This is an optimization exercise on Yosys and OpenROAD, whose aim is small area and a short achievable clock period, not a production implementation. The RTL was checked by simulation tests, not by an equivalence proof against the original design.

==> 11-02: inputs <==
==> flow/design.v (excerpt) <==
module awgn_gen (
	input  wire logic clk,
	input  wire logic rst_n,
	input  wire logic run,
	input  wire logic [snr_pkg::snr_width-1:0] snr_db,
	input  wire logic snr_load,
	output logic signed [awgn_pkg::sample_width-1:0] awgn_out,
	output logic signed [awgn_pkg::quant_width-1:0] awgn_out_quant,
	output logic signed [snr_pkg::noise_width-1:0] noise_out,
	output logic sample_valid,
	output logic snr_err
);
==> flow/config.mk <==
export PLATFORM = sky130hd
export DESIGN_NAME = awgn_gen
export DESIGN_NICKNAME = awgn_gen
export VERILOG_FILES = /design/flow/design.v
export SDC_FILE = /design/flow/constraint.sdc
export NUM_CORES = 4
export LEC_CHECK = 0
export ABC_CLOCK_PERIOD_IN_PS = 2000
export CAP_MARGIN = 20
export CORE_MARGIN = 2
export CORE_UTILIZATION = 60
export SETUP_SLACK_MARGIN = 4.8
export SLEW_MARGIN = 20
export SYNTH_MEMORY_MAX_BITS = 16384
==> flow/constraint.sdc <==
create_clock -name core_clock -period 7.5 [get_ports {clk}]
set_input_delay 1.5000 -clock core_clock [delete_from_list [all_inputs] [get_ports {clk}]]
set_output_delay 1.5000 -clock core_clock [all_outputs]
set_load 0.01 [all_outputs]
standard.sh (not shown) runs the stock make flow with config.mk's settings and CLKGATE_MAP_FILE= SYNTH_SCRIPT=/design/flow/synth_recipe.tcl, a recipe that flattens the netlist after the stock synthesis.
==> flow/flow/run.sh <==
#!/bin/bash
# Standard layout, with the port buffers made from buf_2 cells instead of
# the default pick (a slow delay buffer). Each tool's output goes to a log here.
set -euo pipefail
export BUFFER_PORTS_ARGS="-buffer_cell sky130_fd_sc_hd__buf_2"
bash standard.sh > standard_make.log 2>&1
==> 11-10: changes against 11-02 <==
==> flow/flow/run.sh (replaced) <==
#!/bin/bash
# Standard synthesis, then the combinational logic is mapped again by ABC
# with a delay target. The registers and tie cells are kept as they are (same
# instances, names and cells); the run checks that and falls back to the
# standard netlist otherwise. Then the standard layout from floorplan on,
# with buf_1 port buffers. Each tool's output goes to a log here.
set -euo pipefail
here=$(pwd)
export BUFFER_PORTS_ARGS="-buffer_cell sky130_fd_sc_hd__buf_1"
YOSYS=${FLOW_HOME}/../tools/install/yosys/bin/yosys
PLAT=${FLOW_HOME}/platforms/${FLOW_PLATFORM}
LIB=${PLAT}/lib/sky130_fd_sc_hd__tt_025C_1v80.lib
RES=${here}/orfs/results/${FLOW_PLATFORM}/awgn_gen/base

bash standard.sh synth > standard_synth.log 2>&1

cp "${RES}/1_2_yosys.v" "${here}/synth_standard.v"
DONT_USE=$(sed -n '/DONT_USE_CELLS += /,/^$/p' "${PLAT}/config.mk" | tr -d '\\' | tr ' ' '\n' | grep '^sky130' | sed 's/^/-dont_use /' | tr '\n' ' ')
printf 'set_driving_cell sky130_fd_sc_hd__buf_1\nset_load 5\n' > "${here}/remap.constr"

# 1. flatten the combinational cells into logic, keep registers and tie cells
#    as instances, and map the logic again
cat > "${here}/remap.ys" <<EOY
read_liberty -ignore_miss_func ${LIB}
read_verilog ${here}/synth_standard.v
hierarchy -top ${FLOW_TOP}
setattr -mod -set keep_hierarchy 1 sky130_fd_sc_hd__*df* sky130_fd_sc_hd__conb_1
flatten
select ${FLOW_TOP}
rename -hide w:*.*
select -clear
opt -purge
abc -script ${here}/flow/remap.abc -liberty ${LIB} ${DONT_USE} -constr ${here}/remap.constr -D 1400
opt_clean -purge
select ${FLOW_TOP}
write_verilog -noattr -nohex -nodec -selected ${here}/synth_remap_raw.v
EOY
"${YOSYS}" -s "${here}/remap.ys" > remap_yosys.log 2>&1

# 2. connect output ports straight to their drivers again
python3 "${here}/flow/fix_aliases.py" "${here}/synth_remap_raw.v" "${here}/synth_remap_fixed.v" > fix_aliases.log 2>&1

# 3. tie cells and pass-through buffers as the standard synthesis makes them
cat > "${here}/remap2.ys" <<EOY
read_liberty -lib ${LIB}
read_verilog ${here}/synth_remap_fixed.v
hierarchy -check -top ${FLOW_TOP}
hilomap -singleton -hicell sky130_fd_sc_hd__conb_1 HI -locell sky130_fd_sc_hd__conb_1 LO
splitnets
opt_clean -purge
insbuf -buf sky130_fd_sc_hd__buf_4 A X
opt_clean -purge
write_verilog -noattr -nohex -nodec ${here}/synth_remapped.v
EOY
"${YOSYS}" -s "${here}/remap2.ys" > remap2_yosys.log 2>&1

# the registers must be the standard synthesis's, instance for instance
grep -E '^\s+sky130_fd_sc_hd__\S*df\S* ' "${here}/synth_standard.v" | sort > flops_standard.txt
grep -E '^\s+sky130_fd_sc_hd__\S*df\S* ' "${here}/synth_remapped.v" | sort > flops_remapped.txt
if [[ -s flops_standard.txt ]] && cmp -s flops_standard.txt flops_remapped.txt && ! grep -q '^\s*assign ' "${here}/synth_remapped.v"; then
	cp "${here}/synth_remapped.v" "${RES}/1_2_yosys.v"
	rm -f "${RES}/1_synth.odb" "${RES}/1_synth.sdc"
	echo "using the remapped netlist" >> remap_yosys.log
else
	echo "remap changed the registers or left assigns; using the standard netlist" >> remap_yosys.log
fi

bash standard.sh > standard_make.log 2>&1
==> flow/flow/fix_aliases.py (new file) <==
#!/usr/bin/env python3
"""Reconnect output ports that the remap left as aliases of internal nets.

After the ABC remap, Yosys may write `assign <port bits> = <internal nets>;`
instead of connecting the port to its driver. For every port bit assigned a
plain internal net (_NNN_), the net is renamed to the port bit everywhere and
the pair is dropped from the assign; whatever remains (port to port) is left
for insbuf."""
import re, sys
src, dst = sys.argv[1], sys.argv[2]
text = open(src).read()
widths = {}
for m in re.finditer(r'^\s*(?:input|output)\s+(?:\[(\d+):(\d+)\]\s+)?(\w+)\s*;', text, re.M):
    hi, lo, name = m.group(1), m.group(2), m.group(3)
    widths[name] = (int(hi), int(lo)) if hi is not None else None
def expand(s):
    s = s.strip()
    if s.startswith('{'):
        s = s[1:-1]
    out = []
    for t in [x.strip() for x in s.split(',')]:
        m = re.fullmatch(r'(\w+)\[(\d+):(\d+)\]', t)
        if m:
            hi, lo = int(m.group(2)), int(m.group(3))
            out += ['%s[%d]' % (m.group(1), i) for i in range(hi, lo - 1, -1)]
        elif re.fullmatch(r'\w+', t) and t in widths and widths[t]:
            hi, lo = widths[t]
            out += ['%s[%d]' % (t, i) for i in range(hi, lo - 1, -1)]
        else:
            out.append(t)
    return out
ren = {}
lines = text.split('\n')
newlines = []
for ln in lines:
    m = re.fullmatch(r'\s*assign\s+(.*?)\s*=\s*(.*?)\s*;\s*', ln)
    if not m:
        newlines.append(ln)
        continue
    lhs, rhs = expand(m.group(1)), expand(m.group(2))
    if len(lhs) != len(rhs):
        newlines.append(ln)
        continue
    keep = []
    for l, r in zip(lhs, rhs):
        if re.fullmatch(r'_\d+_', r) and r not in ren:
            ren[r] = l
        else:
            keep.append((l, r))
    if keep:
        newlines.append('  assign { %s } = { %s };' % (', '.join(l for l, _ in keep), ', '.join(r for _, r in keep)))
out = []
for ln in newlines:
    m = re.fullmatch(r'\s*wire\s+(_\d+_)\s*;\s*', ln)
    if m and m.group(1) in ren:
        continue
    out.append(ln)
text = '\n'.join(out)
if ren:
    pat = re.compile(r'(?<![\w\\$])(' + '|'.join(re.escape(k) for k in ren) + r')(?![\w])')
    text = pat.sub(lambda m: ren[m.group(1)], text)
open(dst, 'w').write(text)
print('reconnected %d port bits' % len(ren))
==> flow/flow/remap.abc (new file) <==
strash
dch -f
map -D 1400
topo
buffer -p
upsize -D 1400
dnsize -D 1400
Settings changed: ABC_CLOCK_PERIOD_IN_PS 2000 to unset, CTS_BUF_LIST set to sky130_fd_sc_hd__clkbuf_4 sky130_fd_sc_hd__clkbuf_8, CTS_CLUSTER_SIZE set to 30, SETUP_SLACK_MARGIN 4.8 to 4.95.
==> 02-16: changes against 11-02 <==
--- a/flow/flow/run.sh
+++ b/flow/flow/run.sh
@@ -4,3 +4,3 @@
 set -euo pipefail
-export BUFFER_PORTS_ARGS="-buffer_cell sky130_fd_sc_hd__buf_2"
+export BUFFER_PORTS_ARGS="-buffer_cell sky130_fd_sc_hd__buf_1"
 bash standard.sh > standard_make.log 2>&1
Settings changed: ABC_CLOCK_PERIOD_IN_PS 2000 to unset, CTS_BUF_LIST set to sky130_fd_sc_hd__clkbuf_4 sky130_fd_sc_hd__clkbuf_8, CTS_CLUSTER_SIZE set to 30, SETUP_SLACK_MARGIN 4.8 to 5.0.
==> 11-17: changes against 11-02 <==
==> flow/flow/run.sh (replaced) <==
#!/bin/bash
# Standard layout, with the port buffers made from buf_1 cells instead of
# the default pick (a slow delay buffer). Each tool's output goes to a log here.
set -euo pipefail
export BUFFER_PORTS_ARGS="-buffer_cell sky130_fd_sc_hd__buf_1"
bash standard.sh > standard_make.log 2>&1
Settings changed: ABC_CLOCK_PERIOD_IN_PS 2000 to unset, CTS_BUF_LIST set to sky130_fd_sc_hd__clkbuf_4 sky130_fd_sc_hd__clkbuf_8, CTS_CLUSTER_SIZE set to 30.
==> flow_summary.toml <==
[floorplan]
core_region_area_sq_mm = 0.0120
num_rows = 40

[run_status]
status = "timing/DRC/antenna clean"

[setup_path]
r2r-start = "uniform_bank_i.z[2]$_DFFE_PN1P_"
cp.depth = 1

[finish]
clkbuf_count = 9
That was 11-10.
==> flow_summary.toml <==
[setup_path]
cp.depth = 8

[run_status]
status = "timing/DRC/antenna clean"

[floorplan]
core_region_area_sq_mm = 0.0126
num_rows = 41
die_w_um = 118
That was 02-16.
==> flow_summary.toml <==
[setup_path]
cp.depth = 1
r2r-start = "clt_sum_i.sum_word[5]$_DFFE_PN0P_"
endpoint_kind = "primary output"
cpMaxStageDelayCell = "dfrtp_1"

[floorplan]
nWellTaps = 172
num_rows = 41

[run_status]
status = "timing/DRC/antenna clean"

[finish]
mostFrequentLayoutCell = "xnor2_1"
clkbuf_count = 10

[global_routing]
grt_pass1_vias = 6104
That was 11-17.
==> flow_summary.toml <==
[run_status]
status = "timing/DRC/antenna clean"

[finish]
largest_cell_class = "multi-input combinational cells"
clkbuf_count = 11

[setup_path]
r2r-start = "clt_sum_i.sum_word[5]$_DFFE_PN0P_"
cp.depth = 6

[floorplan]
core_region_area_sq_mm = 0.0126

[route]
wl_met3_um = 1270

[sta]
fin_setup_tns_ns = 0
That was 11-02.

* * *

==> run a <==
awgn_gen, a different RTL version from the one above (not shown whole).
Settings: LEC_CHECK=0, ABC_CLOCK_PERIOD_IN_PS=2000, CAP_MARGIN=20, CORE_MARGIN=2, CORE_UTILIZATION=60, CTS_BUF_LIST=sky130_fd_sc_hd__clkbuf_4 sky130_fd_sc_hd__clkbuf_8, CTS_CLUSTER_SIZE=30, SETUP_SLACK_MARGIN=4.8, SLEW_MARGIN=20, SYNTH_MEMORY_MAX_BITS=16384; clock period 7.5 ns.
==> flow/flow/run.sh <==
#!/bin/bash
# Standard layout, with the port buffers made from buf_2 cells instead of
# the default pick (a slow delay buffer). Each tool's output goes to a log here.
set -euo pipefail
export BUFFER_PORTS_ARGS="-buffer_cell sky130_fd_sc_hd__buf_2"
bash standard.sh > standard_make.log 2>&1
==> run b (differences from run a) <==
==> flow/run.sh (new file) <==
#!/bin/bash
# synth_recipe.tcl (not shown) runs the flow's synth.tcl, then flattens the netlist and writes it again
# the make line also repeats each setting of config.mk as NAME=value (left out here)
make -C /OpenROAD-flow-scripts/flow DESIGN_CONFIG=/design/flow/config.mk WORK_HOME=/design/flow/orfs CLKGATE_MAP_FILE= SYNTH_SCRIPT=/design/flow/synth_recipe.tcl finish
- CORE_UTILIZATION: 60 -> 40
- CTS_BUF_LIST: sky130_fd_sc_hd__clkbuf_4 sky130_fd_sc_hd__clkbuf_8 -> unset
- CTS_CLUSTER_SIZE: 30 -> unset
- SETUP_SLACK_MARGIN: 4.8 -> 5.0
removed: flow/flow/run.sh
removed: flow/standard.sh
==> run c (differences from run a) <==
- CTS_BUF_LIST: sky130_fd_sc_hd__clkbuf_4 sky130_fd_sc_hd__clkbuf_8 -> unset
- CTS_CLUSTER_SIZE: 30 -> unset
- SETUP_SLACK_MARGIN: 4.8 -> 5.0
==> comparison <==
Synthesized area is the same in run b and run c. Sequential share of layout area, highest first: run a, run c, run b. Via count: run c > run b > run a. First-iteration DRC count, highest first: run c, run a, run b.

* * *

==> v9 <==
awgn_gen again, from the RTL that the note above started with.
==> module clt_sum, before the edit <==
module clt_sum (
	input  wire logic clk,
	input  wire logic rst_n,
	input  wire logic [awgn_pkg::num_sources-1:0] fa,
	input  wire logic [awgn_pkg::num_sources-1:0] fac,
	input  wire logic stepped,
	output awgn_pkg::clt_word_u sum_word
);
	localparam logic [31:0] first_sum = 32'hfbf91a62;
	logic [3:0] n0, m;
	logic first;
	logic [31:0] y;
	logic [2:0] delta;
	logic [3:0] low2;
	logic kp, km, ko_p, ko_m;
	logic [21:0] y_mid, inc_pref, dec_pref, mid;
	logic [7:0] top_0, top_p, top_m, top;
	logic [31:0] next_sum;
	function automatic logic [1:0] fadd(input logic x, input logic y, input logic z);
		fadd = {(x & y) | (x & z) | (y & z), x ^ y ^ z};
	endfunction
	function automatic logic [3:0] count12(input logic [11:0] v);
		logic [1:0] l0, l1, l2, l3, w1, w2, w3;
		logic b0, h, b1, x4, b2, b3;
		l0 = fadd(v[0], v[1], v[2]);
		l1 = fadd(v[3], v[4], v[5]);
		l2 = fadd(v[6], v[7], v[8]);
		l3 = fadd(v[9], v[10], v[11]);
		w1 = fadd(l0[0], l1[0], l2[0]);        
		w2 = fadd(l0[1], l1[1], l2[1]);        
		w3 = fadd(w1[1], w2[0], l3[1]);        
		b0 = w1[0] ^ l3[0];
		h = w1[0] & l3[0];
		b1 = h ^ w3[0];
		x4 = w2[1] ^ w3[1];
		b2 = x4 ^ (h & w3[0]);
		b3 = (w2[1] & w3[1]) | (x4 & h & w3[0]);
		count12 = {b3, b2, b1, b0};
	endfunction
	function automatic logic [15:0] add8x2(input logic [7:0] a, input logic [7:0] b);
		logic [7:0] g, p, gg, pp;
		g = a & b;
		p = a ^ b;
		gg = g;
		pp = p;
		for (int d = 1; d < 8; d = d * 2)
			for (int i = 7; i >= d; i--) begin
				gg[i] = gg[i] | (pp[i] & gg[i-d]);
				pp[i] = pp[i] & pp[i-d];
			end
		add8x2 = {p ^ {gg[6:0] | pp[6:0], 1'b1}, p ^ {gg[6:0], 1'b0}};
	endfunction
	always_ff @(posedge clk) begin
		n0 <= count12(fa);
		m  <= count12(fac);
	end
	assign y = {sum_word.sample[31], sum_word.sample[31:1]};
	assign delta = 3'd3 - n0[3:1];
	assign low2 = {2'b00, y[1:0]} + {delta[2], delta};
	assign kp = low2[2] & ~low2[3];
	assign km = low2[3];
	assign y_mid = y[23:2];
	always_comb begin
		inc_pref[0] = 1'b1;
		dec_pref[0] = 1'b1;
		for (int j = 1; j < 22; j++) begin
			inc_pref[j] = inc_pref[j-1] & y_mid[j-1];
			dec_pref[j] = dec_pref[j-1] & ~y_mid[j-1];
		end
	end
	assign mid = y_mid ^ ({22{kp}} & inc_pref) ^ ({22{km}} & dec_pref);
	assign ko_p = kp & (&y_mid);
	assign ko_m = km & ~(|y_mid);
	function automatic logic [15:0] csa_top(input logic [7:0] yt, input logic [3:0] n, input logic [3:0] mm, input logic [7:0] c);
		logic [7:0] r1, r2, r3, r4, s1, c1, s2, c2;
		r1 = yt;
		r2 = {4'b0, n} | ({1'b0, n, 3'b0} & 8'h70);
		r3 = {3'b0, ~mm, 1'b0};
		r4 = c | {4'b0, n[0], 3'b0};    
		s1 = r1 ^ r2 ^ r3;
		c1 = {(r1[6:0] & r2[6:0]) | (r1[6:0] & r3[6:0]) | (r2[6:0] & r3[6:0]), 1'b0};
		s2 = s1 ^ c1 ^ r4;
		c2 = {(s1[6:0] & c1[6:0]) | (s1[6:0] & r4[6:0]) | (c1[6:0] & r4[6:0]), 1'b0};
		csa_top = {s2, c2};
	endfunction
	logic [7:0] sa, ca, sb, cb, top_x;
	assign {sa, ca} = csa_top(y[31:24], n0, m, 8'hb1);
	assign {sb, cb} = csa_top(y[31:24], n0, m, 8'hb2);
	assign {top_0, top_m} = add8x2(sa, ca);
	assign {top_p, top_x} = add8x2(sb, cb);
	assign top = ko_p ? top_p : (ko_m ? top_m : top_0);
	assign next_sum = {top, mid, low2[1:0]};
	always_ff @(posedge clk or negedge rst_n) begin
		if (!rst_n) begin
			sum_word.sample <= '0;
			first <= 1'b1;
		end else begin
			first <= 1'b0;
			if (stepped)
				sum_word.sample <= next_sum;
			else if (first)
				sum_word.sample <= first_sum;
		end
	end
endmodule
export LEC_CHECK = 0
export ABC_CLOCK_PERIOD_IN_PS = 2000
export CAP_MARGIN = 20
export CORE_MARGIN = 2
export CORE_UTILIZATION = 60
export SETUP_SLACK_MARGIN = 4.8
export SLEW_MARGIN = 20
export SYNTH_MEMORY_MAX_BITS = 16384
create_clock -name core_clock -period 7.5 [get_ports {clk}]
run.sh (not shown) runs the stock make flow with config.mk's settings and CLKGATE_MAP_FILE= SYNTH_SCRIPT=/design/flow/synth_recipe.tcl, a recipe that flattens the netlist after the stock synthesis.
Stock flow here: none of the scripts above is used.
==> v39 (differences from v9) <==
--- a/flow/design.v
+++ b/flow/design.v
@@ -195,54 +195,26 @@
 	localparam logic [31:0] first_sum = 32'hfbf91a62;
 	logic [3:0] n0, m;
 	logic first;
-	logic [31:0] y;
-	logic [2:0] delta;
-	logic [3:0] low2;
-	logic kp, km, ko_p, ko_m;
-	logic [21:0] y_mid, inc_pref, dec_pref, mid;
-	logic [7:0] top_0, top_p, top_m, top;
 	logic [31:0] next_sum;
-	function automatic logic [1:0] fadd(input logic x, input logic y, input logic z);
-		fadd = {(x & y) | (x & z) | (y & z), x ^ y ^ z};
-	endfunction
 	function automatic logic [3:0] count12(input logic [11:0] v);
-		logic [1:0] l0, l1, l2, l3, w1, w2, w3;
-		logic b0, h, b1, x4, b2, b3;
-		l0 = fadd(v[0], v[1], v[2]);
-		l1 = fadd(v[3], v[4], v[5]);
-		l2 = fadd(v[6], v[7], v[8]);
-		l3 = fadd(v[9], v[10], v[11]);
-		w1 = fadd(l0[0], l1[0], l2[0]);        
-		w2 = fadd(l0[1], l1[1], l2[1]);        
-		w3 = fadd(w1[1], w2[0], l3[1]);        
-		b0 = w1[0] ^ l3[0];
-		h = w1[0] & l3[0];
-		b1 = h ^ w3[0];
-		x4 = w2[1] ^ w3[1];
-		b2 = x4 ^ (h & w3[0]);
-		b3 = (w2[1] & w3[1]) | (x4 & h & w3[0]);
-		count12 = {b3, b2, b1, b0};
-	endfunction
-	function automatic logic [15:0] add8x2(input logic [7:0] a, input logic [7:0] b);
-		logic [7:0] g, p, gg, pp;
-		g = a & b;
-		p = a ^ b;
-		gg = g;
-		pp = p;
-		for (int d = 1; d < 8; d = d * 2)
-			for (int i = 7; i >= d; i--) begin
-				gg[i] = gg[i] | (pp[i] & gg[i-d]);
-				pp[i] = pp[i] & pp[i-d];
-			end
-		add8x2 = {p ^ {gg[6:0] | pp[6:0], 1'b1}, p ^ {gg[6:0], 1'b0}};
+		count12 = 4'(v[0]) + 4'(v[1]) + 4'(v[2]) + 4'(v[3]) + 4'(v[4]) + 4'(v[5])
+			+ 4'(v[6]) + 4'(v[7]) + 4'(v[8]) + 4'(v[9]) + 4'(v[10]) + 4'(v[11]);
 	endfunction
 	always_ff @(posedge clk) begin
 		n0 <= count12(fa);
 		m  <= count12(fac);
 	end
+	logic [31:0] y;
+	logic [4:0] low_sum;
+	logic signed [2:0] delta;
+	logic signed [3:0] low2;
+	logic kp, km, ko_p, ko_m;
+	logic [21:0] y_mid, inc_pref, dec_pref, mid;
+	logic [7:0] b0, bm, bsel, top;
 	assign y = {sum_word.sample[31], sum_word.sample[31:1]};
-	assign delta = 3'd3 - n0[3:1];
-	assign low2 = {2'b00, y[1:0]} + {delta[2], delta};
+	assign low_sum = 5'd6 + {4'b0, sum_word.sample[0]} - {1'b0, n0};
+	assign delta = low_sum[3:1];
+	assign low2 = $signed({2'b0, y[1:0]}) + delta;
 	assign kp = low2[2] & ~low2[3];
 	assign km = low2[3];
 	assign y_mid = y[23:2];
@@ -257,24 +229,10 @@
 	assign mid = y_mid ^ ({22{kp}} & inc_pref) ^ ({22{km}} & dec_pref);
 	assign ko_p = kp & (&y_mid);
 	assign ko_m = km & ~(|y_mid);
-	function automatic logic [15:0] csa_top(input logic [7:0] yt, input logic [3:0] n, input logic [3:0] mm, input logic [7:0] c);
-		logic [7:0] r1, r2, r3, r4, s1, c1, s2, c2;
-		r1 = yt;
-		r2 = {4'b0, n} | ({1'b0, n, 3'b0} & 8'h70);
-		r3 = {3'b0, ~mm, 1'b0};
-		r4 = c | {4'b0, n[0], 3'b0};    
-		s1 = r1 ^ r2 ^ r3;
-		c1 = {(r1[6:0] & r2[6:0]) | (r1[6:0] & r3[6:0]) | (r2[6:0] & r3[6:0]), 1'b0};
-		s2 = s1 ^ c1 ^ r4;
-		c2 = {(s1[6:0] & c1[6:0]) | (s1[6:0] & r4[6:0]) | (c1[6:0] & r4[6:0]), 1'b0};
-		csa_top = {s2, c2};
-	endfunction
-	logic [7:0] sa, ca, sb, cb, top_x;
-	assign {sa, ca} = csa_top(y[31:24], n0, m, 8'hb1);
-	assign {sb, cb} = csa_top(y[31:24], n0, m, 8'hb2);
-	assign {top_0, top_m} = add8x2(sa, ca);
-	assign {top_p, top_x} = add8x2(sb, cb);
-	assign top = ko_p ? top_p : (ko_m ? top_m : top_0);
+	assign b0 = 8'(4'd9 * n0) - {3'b0, m, 1'b0} - 8'd48;
+	assign bm = 8'(4'd9 * n0) - {3'b0, m, 1'b0} - 8'd49;
+	assign bsel = ko_m ? bm : b0;
+	assign top = y[31:24] + bsel + {7'b0, ko_p};
 	assign next_sum = {top, mid, low2[1:0]};
 	always_ff @(posedge clk or negedge rst_n) begin
 		if (!rst_n) begin
==> flow/config.mk (replaced) <==
export PLATFORM = sky130hd
export DESIGN_NAME = awgn_gen
export DESIGN_NICKNAME = awgn_gen
export VERILOG_FILES = /design/flow/design.v
export SDC_FILE = /design/flow/constraint.sdc
export NUM_CORES = 4
export LEC_CHECK = 0
export CAP_MARGIN = 20
export CORE_MARGIN = 2
export CORE_UTILIZATION = 40
export SLEW_MARGIN = 20
export SYNTH_MEMORY_MAX_BITS = 16384
==> results_tabular.tex <==
\begin{tabular}{lr}
\hline
Metric & Value \\
\hline
\multicolumn{2}{l}{\textbf{Outcome}} \\
Run status & timing/DRC/antenna clean \\
\multicolumn{2}{l}{\textbf{Detailed routing}} \\
Detailed router's first-iteration violation count & 411 \\
\multicolumn{2}{l}{\textbf{Synth}} \\
Xor and xnor area share after synthesis & 20.72\% \\
\multicolumn{2}{l}{\textbf{Global route}} \\
Largest net degree at the start of global routing & 49 \\
\hline
\end{tabular}
Source of the figures above: v39

==> results_tabular.tex <==
\begin{tabular}{lr}
\hline
Metric & Value \\
\hline
\multicolumn{2}{l}{\textbf{Outcome}} \\
Run status & timing/DRC/antenna clean \\
\multicolumn{2}{l}{\textbf{Detailed routing}} \\
Detailed router's first-iteration violation count & 815 \\
\multicolumn{2}{l}{\textbf{Synth}} \\
Xor and xnor area share after synthesis & 21.34\% \\
Adder-Cell Fraction of Synth Area & 9.878\% \\
\multicolumn{2}{l}{\textbf{Die}} \\
Number of tap cells added at floorplan & 172 \\
\hline
\end{tabular}
Source of the figures above: v9

separate check: timing with driven ports:
No port has a modelled driver above. Below, the same layouts with a new extraction and two added sets of constraints. Step 1: set_driving_cell puts a clkbuf_16 on clk and a buf_2 on each other input, an assumption about the parent block. Step 2, shift: input delay + t, output delay - t, t = (earliest + latest rising clock arrival at the registers) / 2. This alone moves slack from input paths to output paths. Slacks: no drivers / after step 1 / after step 2; pairs: no drivers / after step 1.
| run | t, ns | slack for setup (ns) | hold WS [ns] | worst setup path after step 2 | slew at the worst register clock pin (ns) |
|---|---|---|---|---|---|
| 11-02 | 0.400 | 4.828 / 4.800 / 4.828 | 0.359 / 0.359 / 0.359 | register to register | 0.07 / 0.07 |
| 11-10 | 0.425 | 4.974 / 4.938 / 4.792 | 0.374 / 0.374 / 0.374 | input to register | 0.11 / 0.11 |
| 02-16 | 0.422 | 4.915 / 4.895 / 4.765 | 0.363 / 0.363 / 0.363 | input to register | 0.11 / 0.11 |
| 11-17 | 0.420 | 4.841 / 4.804 / 4.816 | 0.361 / 0.361 / 0.361 | input to register | 0.11 / 0.11 |
| run a | 0.412 | 4.821 / 4.801 / 4.821 | 0.365 / 0.365 / 0.365 | register to register | 0.10 / 0.10 |
| run b | 0.406 | 4.893 / 4.888 / 4.687 | 0.353 / 0.353 / 0.353 | input to register | 0.08 / 0.08 |
| run c | 0.397 | 4.866 / 4.850 / 4.836 | 0.367 / 0.367 / 0.367 | input to register | 0.07 / 0.07 |
| v9 | 0.397 | 4.813 / 4.789 / 4.547 | 0.361 / 0.361 / 0.361 | input to register | 0.07 / 0.07 |
| v39 | 0.392 | 2.988 / 2.988 / 2.988 | 0.347 / 0.347 / 0.347 | register to register | 0.07 / 0.07 |
After both steps every run listed still meets setup and hold. For v9, which loses most, drivers alone change the setup slack by -0.024 ns; drivers and shift together by -0.266 ns.
